This is an optimization exercise on Yosys and OpenROAD, whose aim is small area, a short achievable clock period and few clock cycles, not a production implementation. In this exercise RTL edits were held to simulation tests only and were not proved equivalent to the original. No activity file was given, so power comes from the tool's default toggle rates.

==> inputs of tundra <==
==> flow/design.v <==
package cdq_pkg;
    localparam int WORD_W   = 32;
    localparam int KIND_W   = 3;
    localparam int STATUS_W = 2;
    localparam logic [KIND_W-1:0] KIND_PUSH_FRONT = 3'd0;
    localparam logic [KIND_W-1:0] KIND_PUSH_BACK  = 3'd1;
    localparam logic [KIND_W-1:0] KIND_POP_FRONT  = 3'd2;
    localparam logic [KIND_W-1:0] KIND_POP_BACK   = 3'd3;
    localparam logic [KIND_W-1:0] KIND_READ_ALL   = 3'd4;
    localparam logic [STATUS_W-1:0] STATUS_OK    = 2'd0;
    localparam logic [STATUS_W-1:0] STATUS_EMPTY = 2'd1;
    localparam logic [STATUS_W-1:0] STATUS_FULL  = 2'd2;
    typedef enum logic [2:0] {
        OP_PUSH_FRONT,
        OP_PUSH_BACK,
        OP_POP_FRONT,
        OP_POP_BACK,
        OP_READ_ALL
    } op_t;
    typedef struct packed {
        op_t                      op;
        logic signed [WORD_W-1:0] value;
    } cmd_t;
    typedef struct packed {
        logic full;
        logic empty;
    } q_status_t;
    typedef enum logic [1:0] {
        ST_IDLE,
        ST_READ,
        ST_DUMP
    } state_t;
endpackage
module circular_list_deque_unit #(
    parameter int CAPACITY = 32
) (
    input  logic                                    clk,
    input  logic                                    rst_n,
    input  logic                                    req_valid,
    output logic                                    req_stall,
    input  logic [cdq_pkg::KIND_W-1:0]              kind,
    input  logic signed [cdq_pkg::WORD_W-1:0]       value,
    output logic                                    rsp_valid,
    input  logic                                    rsp_stall,
    output logic signed [cdq_pkg::WORD_W-1:0]       item,
    output logic [cdq_pkg::STATUS_W-1:0]            status,
    output logic                                    last
);
    localparam int PW = $clog2(CAPACITY);
    localparam int CW = $clog2(CAPACITY + 1);
    localparam int WW = cdq_pkg::WORD_W;
    logic [WW-1:0] mem [0:CAPACITY-1];
    logic          s_valid, stall_q, port_ok;
    logic          s_pf, s_pb, s_popf, s_popb, s_rd;
    logic [WW-1:0] s_value;
    logic          h_valid;
    logic          h_pf, h_pb, h_popf, h_popb, h_rd;
    logic [WW-1:0] h_value;
    logic [PW-1:0] f_ptr, b_ptr, r_ptr;
    logic [PW-1:0] f_dec, f_inc, b_dec, b_inc;
    logic          empty_r, full_r, single_r;
    logic          dumping, dlast_r;
    logic                r_valid, r_last;
    logic [1:0]          r_status;
    logic [CAPACITY-1:0] r_sel;
    logic          o_valid, o_port, o_last;    
    logic [1:0]    o_status;
    logic [WW-1:0] o_item;
    logic o_free, r_free, go;
    logic push_ok, pop_ok, rd_ok;
    logic [PW-1:0] dump_addr;
    logic sel_b, sel_f;
    logic dump_last, h_done, h_take;
    logic [3:0]    w_lo;       
    logic [7:0]    w_hi;       
    logic [PW-1:0] wa;
    logic [WW-1:0] w_data;
    logic [WW-1:0] rd_word;
    assign o_free = !o_valid || !rsp_stall;
    assign r_free = !r_valid || o_free;
    assign go     = h_valid && r_free;
    assign push_ok = (h_pf || h_pb) && !full_r;
    assign pop_ok  = (h_popf || h_popb) && !empty_r;
    assign rd_ok   = h_rd && !empty_r;
    assign dump_addr = dumping ? r_ptr : f_ptr;
    assign dump_last = dumping ? dlast_r : single_r;
    assign h_done    = !h_rd || empty_r || dump_last;
    assign h_take    = go && h_done;
    assign req_stall = stall_q;
    assign port_ok = req_valid && kind <= cdq_pkg::KIND_READ_ALL;
    assign h_valid = s_valid || port_ok;
    assign h_pf    = s_valid ? s_pf   : (kind == cdq_pkg::KIND_PUSH_FRONT);
    assign h_pb    = s_valid ? s_pb   : (kind == cdq_pkg::KIND_PUSH_BACK);
    assign h_popf  = s_valid ? s_popf : (kind == cdq_pkg::KIND_POP_FRONT);
    assign h_popb  = s_valid ? s_popb : (kind == cdq_pkg::KIND_POP_BACK);
    assign h_rd    = s_valid ? s_rd   : (kind == cdq_pkg::KIND_READ_ALL);
    assign h_value = s_valid ? s_value : value;
    always_ff @(posedge clk or negedge rst_n)
    begin
        if (!rst_n)
        begin
            s_valid <= 1'b0;
            stall_q <= 1'b0;
        end
        else
        begin
            s_valid <= h_valid && !h_take;
            stall_q <= s_valid ? !(r_free && h_done) : (port_ok && !(r_free && h_done));
        end
    end
    always_ff @(posedge clk)
    begin
        if (!s_valid)
        begin
            s_pf    <= (kind == cdq_pkg::KIND_PUSH_FRONT);
            s_pb    <= (kind == cdq_pkg::KIND_PUSH_BACK);
            s_popf  <= (kind == cdq_pkg::KIND_POP_FRONT);
            s_popb  <= (kind == cdq_pkg::KIND_POP_BACK);
            s_rd    <= (kind == cdq_pkg::KIND_READ_ALL);
            s_value <= value;
        end
    end
    always_ff @(posedge clk or negedge rst_n)
    begin
        if (!rst_n)
        begin
            f_ptr    <= '0;
            b_ptr    <= PW'(CAPACITY - 1);
            empty_r  <= 1'b1;
            full_r   <= 1'b0;
            single_r <= 1'b0;
            dumping  <= 1'b0;
        end
        else if (go)
        begin
            if (h_pf && !full_r)
            begin
                f_ptr <= f_dec;
            end
            if (h_pb && !full_r)
            begin
                b_ptr <= b_inc;
            end
            if (h_popf && !empty_r)
            begin
                f_ptr <= f_inc;
            end
            if (h_popb && !empty_r)
            begin
                b_ptr <= b_dec;
            end
            if (push_ok)
            begin
                empty_r  <= 1'b0;
                full_r   <= (f_dec == b_inc);           
                single_r <= empty_r;
            end
            if (pop_ok)
            begin
                empty_r  <= single_r;
                full_r   <= 1'b0;
                single_r <= (f_inc == b_ptr);           
            end
            if (rd_ok)
            begin
                dumping <= !dump_last;
            end
        end
    end
    always_ff @(posedge clk)
    begin
        if (go && h_rd)
        begin
            r_ptr   <= dump_addr + PW'(1);
            dlast_r <= dumping ? (r_ptr == b_dec) : (f_ptr == b_dec);
        end
    end
    always_ff @(posedge clk or negedge rst_n)
    begin
        if (!rst_n)
        begin
            w_hi <= '0;
        end
        else
        begin
            for (int j = 0; j < 8; j++)
            begin
                w_hi[j] <= go && push_ok && wa[4:2] == 3'(j);
            end
        end
    end
    assign f_dec = f_ptr - PW'(1);
    assign f_inc = f_ptr + PW'(1);
    assign b_dec = b_ptr - PW'(1);
    assign b_inc = b_ptr + PW'(1);
    assign wa    = h_pf ? f_dec : b_inc;
    always_ff @(posedge clk)
    begin
        for (int j = 0; j < 4; j++)
        begin
            w_lo[j] <= (wa[1:0] == 2'(j));
        end
        w_data <= h_value;
    end
    always_ff @(posedge clk)
    begin
        for (int i = 0; i < CAPACITY; i++)
        begin
            if (w_hi[i / 4] && w_lo[i % 4])
            begin
                mem[i] <= w_data;
            end
        end
    end
    assign sel_b = h_popb && !empty_r;
    assign sel_f = (h_popf || h_rd) && !empty_r;
    always_ff @(posedge clk or negedge rst_n)
    begin
        if (!rst_n)
        begin
            r_valid <= 1'b0;
        end
        else if (r_free)
        begin
            r_valid <= go;
        end
    end
    always_ff @(posedge clk or negedge rst_n)
    begin
        if (!rst_n)
        begin
            r_sel    <= '0;
            r_last   <= 1'b0;
            r_status <= '0;
        end
        else if (r_free)
        begin
            for (int i = 0; i < CAPACITY; i++)
            begin
                r_sel[i] <= (sel_b && b_ptr == PW'(i)) || (sel_f && dump_addr == PW'(i));
            end
            r_last   <= h_done;
            r_status <= (h_pf || h_pb) ? (full_r ? cdq_pkg::STATUS_FULL : cdq_pkg::STATUS_OK)
                                       : (empty_r ? cdq_pkg::STATUS_EMPTY : cdq_pkg::STATUS_OK);
        end
    end
    always_comb
    begin
        rd_word = '0;
        for (int i = 0; i < CAPACITY; i++)
        begin
            rd_word = rd_word | (mem[i] & {WW{r_sel[i]}});
        end
    end
    always_ff @(posedge clk or negedge rst_n)
    begin
        if (!rst_n)
        begin
            o_valid <= 1'b0;
        end
        else if (o_free)
        begin
            o_valid <= r_valid;
        end
    end
    always_ff @(posedge clk or negedge rst_n)
    begin
        if (!rst_n)
        begin
            o_port <= 1'b0;
        end
        else
        begin
            o_port <= r_valid || (o_port && rsp_stall);
        end
    end
    always_ff @(posedge clk or negedge rst_n)
    begin
        if (!rst_n)
        begin
            o_item   <= '0;
            o_status <= '0;
            o_last   <= 1'b0;
        end
        else if (o_free)
        begin
            o_item   <= rd_word;
            o_status <= r_status;
            o_last   <= r_last;
        end
    end
    assign rsp_valid = o_port;
    assign item      = o_item;
    assign status    = o_status;
    assign last      = o_last;
endmodule
==> flow/run.sh <==
#!/bin/bash
# synth_recipe.tcl (not shown) runs the flow's synth.tcl, then flattens the netlist and writes it again
# the make line also repeats each setting of config.mk as NAME=value (left out here)
make -C /OpenROAD-flow-scripts/flow DESIGN_CONFIG=/design/flow/config.mk WORK_HOME=/design/flow/orfs CLKGATE_MAP_FILE= SYNTH_SCRIPT=/design/flow/synth_recipe.tcl finish
==> flow/config.mk <==
export PLATFORM = sky130hd
export DESIGN_NAME = circular_list_deque_unit
export DESIGN_NICKNAME = circular_list_deque_unit
export VERILOG_FILES = /design/flow/design.v
export SDC_FILE = /design/flow/constraint.sdc
export NUM_CORES = 4
export LEC_CHECK = 0
export CAP_MARGIN = 20
export CORE_MARGIN = 2
export CORE_UTILIZATION = 75
export CTS_CLUSTER_DIAMETER = 150
export CTS_CLUSTER_SIZE = 25
export SETUP_SLACK_MARGIN = 2.45
export SLEW_MARGIN = 20
==> flow/constraint.sdc <==
create_clock -name core_clock -period 4.5 [get_ports {clk}]
set_input_delay 0.9000 -clock core_clock [delete_from_list [all_inputs] [get_ports {clk}]]
set_output_delay 0.9000 -clock core_clock [all_outputs]
set_load 0.01 [all_outputs]
==> onyx: changes against tundra <==
==> flow/design.v (replaced) <==
package cdq_pkg;
    localparam int WORD_W   = 32;
    localparam int KIND_W   = 3;
    localparam int STATUS_W = 2;
    localparam logic [KIND_W-1:0] KIND_PUSH_FRONT = 3'd0;
    localparam logic [KIND_W-1:0] KIND_PUSH_BACK  = 3'd1;
    localparam logic [KIND_W-1:0] KIND_POP_FRONT  = 3'd2;
    localparam logic [KIND_W-1:0] KIND_POP_BACK   = 3'd3;
    localparam logic [KIND_W-1:0] KIND_READ_ALL   = 3'd4;
    localparam logic [STATUS_W-1:0] STATUS_OK    = 2'd0;
    localparam logic [STATUS_W-1:0] STATUS_EMPTY = 2'd1;
    localparam logic [STATUS_W-1:0] STATUS_FULL  = 2'd2;
    typedef enum logic [2:0] {
        OP_PUSH_FRONT,
        OP_PUSH_BACK,
        OP_POP_FRONT,
        OP_POP_BACK,
        OP_READ_ALL
    } op_t;
    typedef struct packed {
        op_t                      op;
        logic signed [WORD_W-1:0] value;
    } cmd_t;
    typedef struct packed {
        logic full;
        logic empty;
    } q_status_t;
    typedef enum logic [1:0] {
        ST_IDLE,
        ST_READ,
        ST_DUMP
    } state_t;
endpackage
module circular_list_deque_unit #(
    parameter int CAPACITY = 32
) (
    input  logic                                    clk,
    input  logic                                    rst_n,
    input  logic                                    req_valid,
    output logic                                    req_stall,
    input  logic [cdq_pkg::KIND_W-1:0]              kind,
    input  logic signed [cdq_pkg::WORD_W-1:0]       value,
    output logic                                    rsp_valid,
    input  logic                                    rsp_stall,
    output logic signed [cdq_pkg::WORD_W-1:0]       item,
    output logic [cdq_pkg::STATUS_W-1:0]            status,
    output logic                                    last
);
    localparam int PW = $clog2(CAPACITY);
    localparam int CW = $clog2(CAPACITY + 1);
    localparam int WW = cdq_pkg::WORD_W;
    logic [WW-1:0] mem [0:CAPACITY-1];
    logic          h_valid, s_valid;
    logic          h_pf, h_pb, h_popf, h_popb, h_rd;
    logic [2:0]    s_kind;
    logic [WW-1:0] h_value, s_value;
    logic [PW-1:0] f_ptr, fm1_ptr, b_ptr, bp1_ptr, r_ptr;
    logic [CW-1:0] count;
    logic          empty_r, full_r, single_r;
    logic          dumping, dlast_r;
    logic                r_valid, r_last;
    logic [1:0]          r_status;
    logic [CAPACITY-1:0] r_sel;
    logic          o_valid, o_last;
    logic [1:0]    o_status;
    logic [WW-1:0] o_item;
    logic o_free, r_free, go;
    logic push_ok, pop_ok, rd_ok;
    logic [PW-1:0] dump_addr, rd_addr, wa;
    logic dump_last, h_done, h_take;
    logic acc, in_ok;
    logic [2:0] n_kind;
    logic we;
    logic [WW-1:0] rd_word;
    assign o_free = !o_valid || !rsp_stall;
    assign r_free = !r_valid || o_free;
    assign go     = h_valid && r_free;
    assign push_ok = (h_pf || h_pb) && !full_r;
    assign pop_ok  = (h_popf || h_popb) && !empty_r;
    assign rd_ok   = h_rd && !empty_r;
    assign dump_addr = dumping ? r_ptr : f_ptr;
    assign dump_last = dumping ? dlast_r : single_r;
    assign h_done    = !h_rd || empty_r || dump_last;
    assign h_take    = go && h_done;
    assign req_stall = s_valid;
    assign acc       = req_valid && !s_valid;
    assign in_ok     = acc && (kind <= cdq_pkg::KIND_READ_ALL);
    assign n_kind    = s_valid ? s_kind : kind;
    always_ff @(posedge clk or negedge rst_n)
    begin
        if (!rst_n)
        begin
            h_valid <= 1'b0;
            s_valid <= 1'b0;
        end
        else if (h_take || !h_valid)
        begin
            h_valid <= s_valid || in_ok;
            s_valid <= 1'b0;
        end
        else if (in_ok)
        begin
            s_valid <= 1'b1;
        end
    end
    always_ff @(posedge clk)
    begin
        if (h_take || !h_valid)
        begin
            h_pf    <= (n_kind == cdq_pkg::KIND_PUSH_FRONT);
            h_pb    <= (n_kind == cdq_pkg::KIND_PUSH_BACK);
            h_popf  <= (n_kind == cdq_pkg::KIND_POP_FRONT);
            h_popb  <= (n_kind == cdq_pkg::KIND_POP_BACK);
            h_rd    <= (n_kind == cdq_pkg::KIND_READ_ALL);
            h_value <= s_valid ? s_value : value;
        end
        if (!s_valid)
        begin
            s_kind  <= kind;
            s_value <= value;
        end
    end
    always_ff @(posedge clk or negedge rst_n)
    begin
        if (!rst_n)
        begin
            f_ptr    <= '0;
            fm1_ptr  <= PW'(CAPACITY - 1);
            b_ptr    <= PW'(CAPACITY - 1);
            bp1_ptr  <= '0;
            count    <= '0;
            empty_r  <= 1'b1;
            full_r   <= 1'b0;
            single_r <= 1'b0;
            dumping  <= 1'b0;
        end
        else if (go)
        begin
            if (h_pf && !full_r)
            begin
                f_ptr   <= fm1_ptr;
                fm1_ptr <= fm1_ptr - PW'(1);
            end
            if (h_pb && !full_r)
            begin
                b_ptr   <= bp1_ptr;
                bp1_ptr <= bp1_ptr + PW'(1);
            end
            if (h_popf && !empty_r)
            begin
                f_ptr   <= f_ptr + PW'(1);
                fm1_ptr <= f_ptr;
            end
            if (h_popb && !empty_r)
            begin
                b_ptr   <= b_ptr - PW'(1);
                bp1_ptr <= b_ptr;
            end
            if (push_ok)
            begin
                count    <= count + CW'(1);
                empty_r  <= 1'b0;
                full_r   <= (count == CW'(CAPACITY - 1));
                single_r <= (count == '0);
            end
            if (pop_ok)
            begin
                count    <= count - CW'(1);
                empty_r  <= (count == CW'(1));
                full_r   <= 1'b0;
                single_r <= (count == CW'(2));
            end
            if (rd_ok)
            begin
                dumping <= !dump_last;
            end
        end
    end
    always_ff @(posedge clk)
    begin
        if (go && h_rd)
        begin
            r_ptr   <= dump_addr + PW'(1);
            dlast_r <= (dump_addr + PW'(1) == b_ptr);
        end
    end
    assign we = go && push_ok;
    assign wa = h_pf ? fm1_ptr : bp1_ptr;
    always_ff @(posedge clk)
    begin
        for (int i = 0; i < CAPACITY; i++)
        begin
            if (we && wa == PW'(i))
            begin
                mem[i] <= h_value;
            end
        end
    end
    assign rd_addr = h_popb ? b_ptr : dump_addr;
    always_ff @(posedge clk or negedge rst_n)
    begin
        if (!rst_n)
        begin
            r_valid <= 1'b0;
        end
        else if (r_free)
        begin
            r_valid <= go;
        end
    end
    always_ff @(posedge clk)
    begin
        if (r_free)
        begin
            for (int i = 0; i < CAPACITY; i++)
            begin
                r_sel[i] <= (pop_ok || rd_ok) && rd_addr == PW'(i);
            end
            r_last   <= h_done;
            r_status <= (h_pf || h_pb) ? (full_r ? cdq_pkg::STATUS_FULL : cdq_pkg::STATUS_OK)
                                       : (empty_r ? cdq_pkg::STATUS_EMPTY : cdq_pkg::STATUS_OK);
        end
    end
    always_comb
    begin
        rd_word = '0;
        for (int i = 0; i < CAPACITY; i++)
        begin
            rd_word = rd_word | (mem[i] & {WW{r_sel[i]}});
        end
    end
    always_ff @(posedge clk or negedge rst_n)
    begin
        if (!rst_n)
        begin
            o_valid <= 1'b0;
        end
        else if (o_free)
        begin
            o_valid <= r_valid;
        end
    end
    always_ff @(posedge clk)
    begin
        if (o_free)
        begin
            o_item   <= rd_word;
            o_status <= r_status;
            o_last   <= r_last;
        end
    end
    assign rsp_valid = o_valid;
    assign item      = o_item;
    assign status    = o_status;
    assign last      = o_last;
endmodule
CORE_UTILIZATION = 40   (was 75)
CTS_CLUSTER_DIAMETER = unset   (was 150)
CTS_CLUSTER_SIZE = unset   (was 25)
SETUP_SLACK_MARGIN = unset   (was 2.45)
==> zinc: changes against tundra <==
--- a/flow/design.v
+++ b/flow/design.v
@@ -56,8 +56,8 @@
     logic          h_valid;
     logic          h_pf, h_pb, h_popf, h_popb, h_rd;
     logic [WW-1:0] h_value;
-    logic [PW-1:0] f_ptr, b_ptr, r_ptr;
-    logic [PW-1:0] f_dec, f_inc, b_dec, b_inc;
+    logic [PW-1:0] f_ptr, fm1_ptr, b_ptr, bp1_ptr, r_ptr;
+    logic [CW-1:0] count;
     logic          empty_r, full_r, single_r;
     logic          dumping, dlast_r;
     logic                r_valid, r_last;
@@ -71,9 +71,8 @@
     logic [PW-1:0] dump_addr;
     logic sel_b, sel_f;
     logic dump_last, h_done, h_take;
-    logic [3:0]    w_lo;       
-    logic [7:0]    w_hi;       
-    logic [PW-1:0] wa;
+    logic          w_en;
+    logic [PW-1:0] w_addr;
     logic [WW-1:0] w_data;
     logic [WW-1:0] rd_word;
     assign o_free = !o_valid || !rsp_stall;
@@ -125,7 +124,10 @@
         if (!rst_n)
         begin
             f_ptr    <= '0;
+            fm1_ptr  <= PW'(CAPACITY - 1);
             b_ptr    <= PW'(CAPACITY - 1);
+            bp1_ptr  <= '0;
+            count    <= '0;
             empty_r  <= 1'b1;
             full_r   <= 1'b0;
             single_r <= 1'b0;
@@ -135,31 +137,37 @@
         begin
             if (h_pf && !full_r)
             begin
-                f_ptr <= f_dec;
+                f_ptr   <= fm1_ptr;
+                fm1_ptr <= fm1_ptr - PW'(1);
             end
             if (h_pb && !full_r)
             begin
-                b_ptr <= b_inc;
+                b_ptr   <= bp1_ptr;
+                bp1_ptr <= bp1_ptr + PW'(1);
             end
             if (h_popf && !empty_r)
             begin
-                f_ptr <= f_inc;
+                f_ptr   <= f_ptr + PW'(1);
+                fm1_ptr <= f_ptr;
             end
             if (h_popb && !empty_r)
             begin
-                b_ptr <= b_dec;
+                b_ptr   <= b_ptr - PW'(1);
+                bp1_ptr <= b_ptr;
             end
             if (push_ok)
             begin
+                count    <= count + CW'(1);
                 empty_r  <= 1'b0;
-                full_r   <= (f_dec == b_inc);           
-                single_r <= empty_r;
+                full_r   <= (count == CW'(CAPACITY - 1));
+                single_r <= (count == '0);
             end
             if (pop_ok)
             begin
-                empty_r  <= single_r;
+                count    <= count - CW'(1);
+                empty_r  <= (count == CW'(1));
                 full_r   <= 1'b0;
-                single_r <= (f_inc == b_ptr);           
+                single_r <= (count == CW'(2));
             end
             if (rd_ok)
             begin
@@ -172,41 +180,30 @@
         if (go && h_rd)
         begin
             r_ptr   <= dump_addr + PW'(1);
-            dlast_r <= dumping ? (r_ptr == b_dec) : (f_ptr == b_dec);
-        end
-    end
-    always_ff @(posedge clk or negedge rst_n)
-    begin
-        if (!rst_n)
-        begin
-            w_hi <= '0;
+            dlast_r <= (dump_addr + PW'(1) == b_ptr);
+        end
+    end
+    always_ff @(posedge clk or negedge rst_n)
+    begin
+        if (!rst_n)
+        begin
+            w_en <= 1'b0;
         end
         else
         begin
-            for (int j = 0; j < 8; j++)
-            begin
-                w_hi[j] <= go && push_ok && wa[4:2] == 3'(j);
-            end
-        end
-    end
-    assign f_dec = f_ptr - PW'(1);
-    assign f_inc = f_ptr + PW'(1);
-    assign b_dec = b_ptr - PW'(1);
-    assign b_inc = b_ptr + PW'(1);
-    assign wa    = h_pf ? f_dec : b_inc;
-    always_ff @(posedge clk)
-    begin
-        for (int j = 0; j < 4; j++)
-        begin
-            w_lo[j] <= (wa[1:0] == 2'(j));
-        end
+            w_en <= go && push_ok;
+        end
+    end
+    always_ff @(posedge clk)
+    begin
+        w_addr <= h_pf ? fm1_ptr : bp1_ptr;
         w_data <= h_value;
     end
     always_ff @(posedge clk)
     begin
         for (int i = 0; i < CAPACITY; i++)
         begin
-            if (w_hi[i / 4] && w_lo[i % 4])
+            if (w_en && w_addr == PW'(i))
             begin
                 mem[i] <= w_data;
             end
@@ -225,15 +222,9 @@
             r_valid <= go;
         end
     end
-    always_ff @(posedge clk or negedge rst_n)
-    begin
-        if (!rst_n)
-        begin
-            r_sel    <= '0;
-            r_last   <= 1'b0;
-            r_status <= '0;
-        end
-        else if (r_free)
+    always_ff @(posedge clk)
+    begin
+        if (r_free)
         begin
             for (int i = 0; i < CAPACITY; i++)
             begin
@@ -274,15 +265,9 @@
             o_port <= r_valid || (o_port && rsp_stall);
         end
     end
-    always_ff @(posedge clk or negedge rst_n)
-    begin
-        if (!rst_n)
-        begin
-            o_item   <= '0;
-            o_status <= '0;
-            o_last   <= 1'b0;
-        end
-        else if (o_free)
+    always_ff @(posedge clk)
+    begin
+        if (o_free)
         begin
             o_item   <= rd_word;
             o_status <= r_status;
CORE_UTILIZATION = 65   (was 75)
SETUP_SLACK_MARGIN = 2.3   (was 2.45)
==> qor summary <==
Outcome: zinc complete, no violations; tundra complete, no violations; onyx complete, no violations
Share of the core filled with cells in the final layout: zinc 0.7303; tundra 0.8294; onyx 0.4710
Area Overhead vs Synth: zinc 10.76%; tundra 9.563%; onyx 16.55%
Worst slack, placed: zinc 1.201 ns; tundra 1.239 ns; onyx 0.7990 ns
Share of synthesized area spent on multiplexers: zinc 0.002200; tundra 0.002089; onyx 0.01367
Switching power as a share of total power: zinc 0.2755; tundra 0.2747; onyx 0.2343
Share of synthesized area occupied by flip-flops and latches: zinc 0.8230; tundra 0.8115; onyx 0.8231
Number of fillers in the final layout: zinc 3,921; tundra 2,722; onyx 8,842
Vert. Die Dim: zinc 260.2 µm; tundra 242.1 µm; onyx 333.3 µm
Cell area after synthesis: zinc 42,660 µm²; tundra 42,520 µm²; onyx 43,380 µm²
FF-to-FF setup slack: zinc 2.24 ns; tundra 2.37 ns; onyx 1.36 ns
Number of standard cells in the layout, taps in and fillers out: zinc 3,380; tundra 3,305; onyx 4,037
Proportion of cell area occupied by registers: zinc 0.7431; tundra 0.7423; onyx 0.7062
HPWL Detailed: zinc 64,860 µm; tundra 66,460 µm; onyx 67,840 µm
Unrepaired setup endpoints after global routing: zinc true; tundra true; onyx false
Simple-gate portion of the synthesized area: zinc 0.04502; tundra 0.04761; onyx 0.04398
Leakage dissipation: zinc 14.65 nW; tundra 14.69 nW; onyx 15.72 nW
ClkCell Share: zinc 0.03064; tundra 0.03260; onyx 0.07218
Critical Path End: zinc item[3]; tundra item[5]; onyx mem[18][12]
Internal: zinc 15.86 mW; tundra 16.13 mW; onyx 18.33 mW
Sequential-cell power consumption: zinc 13.2 mW; tundra 13.2 mW; onyx 12.8 mW
Clock-pin transition on the worst setup and hold timing paths: zinc 0.11 ns; tundra 0.10 ns; onyx 0.06 ns
Combinational Power: zinc 3.28 mW; tundra 3.56 mW; onyx 1.80 mW
H-tree depth: zinc 2; tundra 2; onyx 3
Area share of the leading cell type in the synthesized netlist: zinc 0.7969; tundra 0.7500; onyx 0.7870
Biggest fanout along the worst timing path: zinc 1; tundra 2; onyx 24
Total number of placement rows: zinc 93; tundra 87; onyx 120
Testbench counts of tundra, summed over its fixed seeds: cycles 8,144.
Testbench counts of onyx, summed over its fixed seeds: cycles 8,149.
Testbench counts of zinc, summed over its fixed seeds: cycles 8,144.

-- separate check: timing with driven ports --
The results above use ideal ports. As a check the final layouts listed here were re-extracted and re-timed, cells and wires unchanged.
Step 1: set_driving_cell puts a clkbuf_16 on clk and a buf_2 on each other input, an assumption about the parent block.
Step 2 adds t to the input delays and takes it off the output delays; t is the mean of the earliest and latest rising clock arrival at the registers after step 1. Input paths then give back, and output paths get back, about the clock's delay inside the block.
Slacks: ideal ports / drivers / drivers and shift; pairs: ideal ports / drivers.
run | t (ns) | slack for setup (ns) | worst hold slack (ns) | pins driven straight from the clock port
tundra | 0.711 | 2.320 / 2.256 / 1.704 | 0.380 / 0.339 / 0.498 | 1
onyx | 0.764 | 1.360 / 1.360 / 0.707 | 0.434 / 0.434 / 0.434 | 1
zinc | 0.727 | 2.240 / 2.175 / 1.730 | 0.317 / 0.276 / 0.450 | 1
After both steps setup and hold are still met in every run listed. For onyx, which loses most, drivers alone change the setup slack by 0.000 ns; drivers and shift together by -0.653 ns.
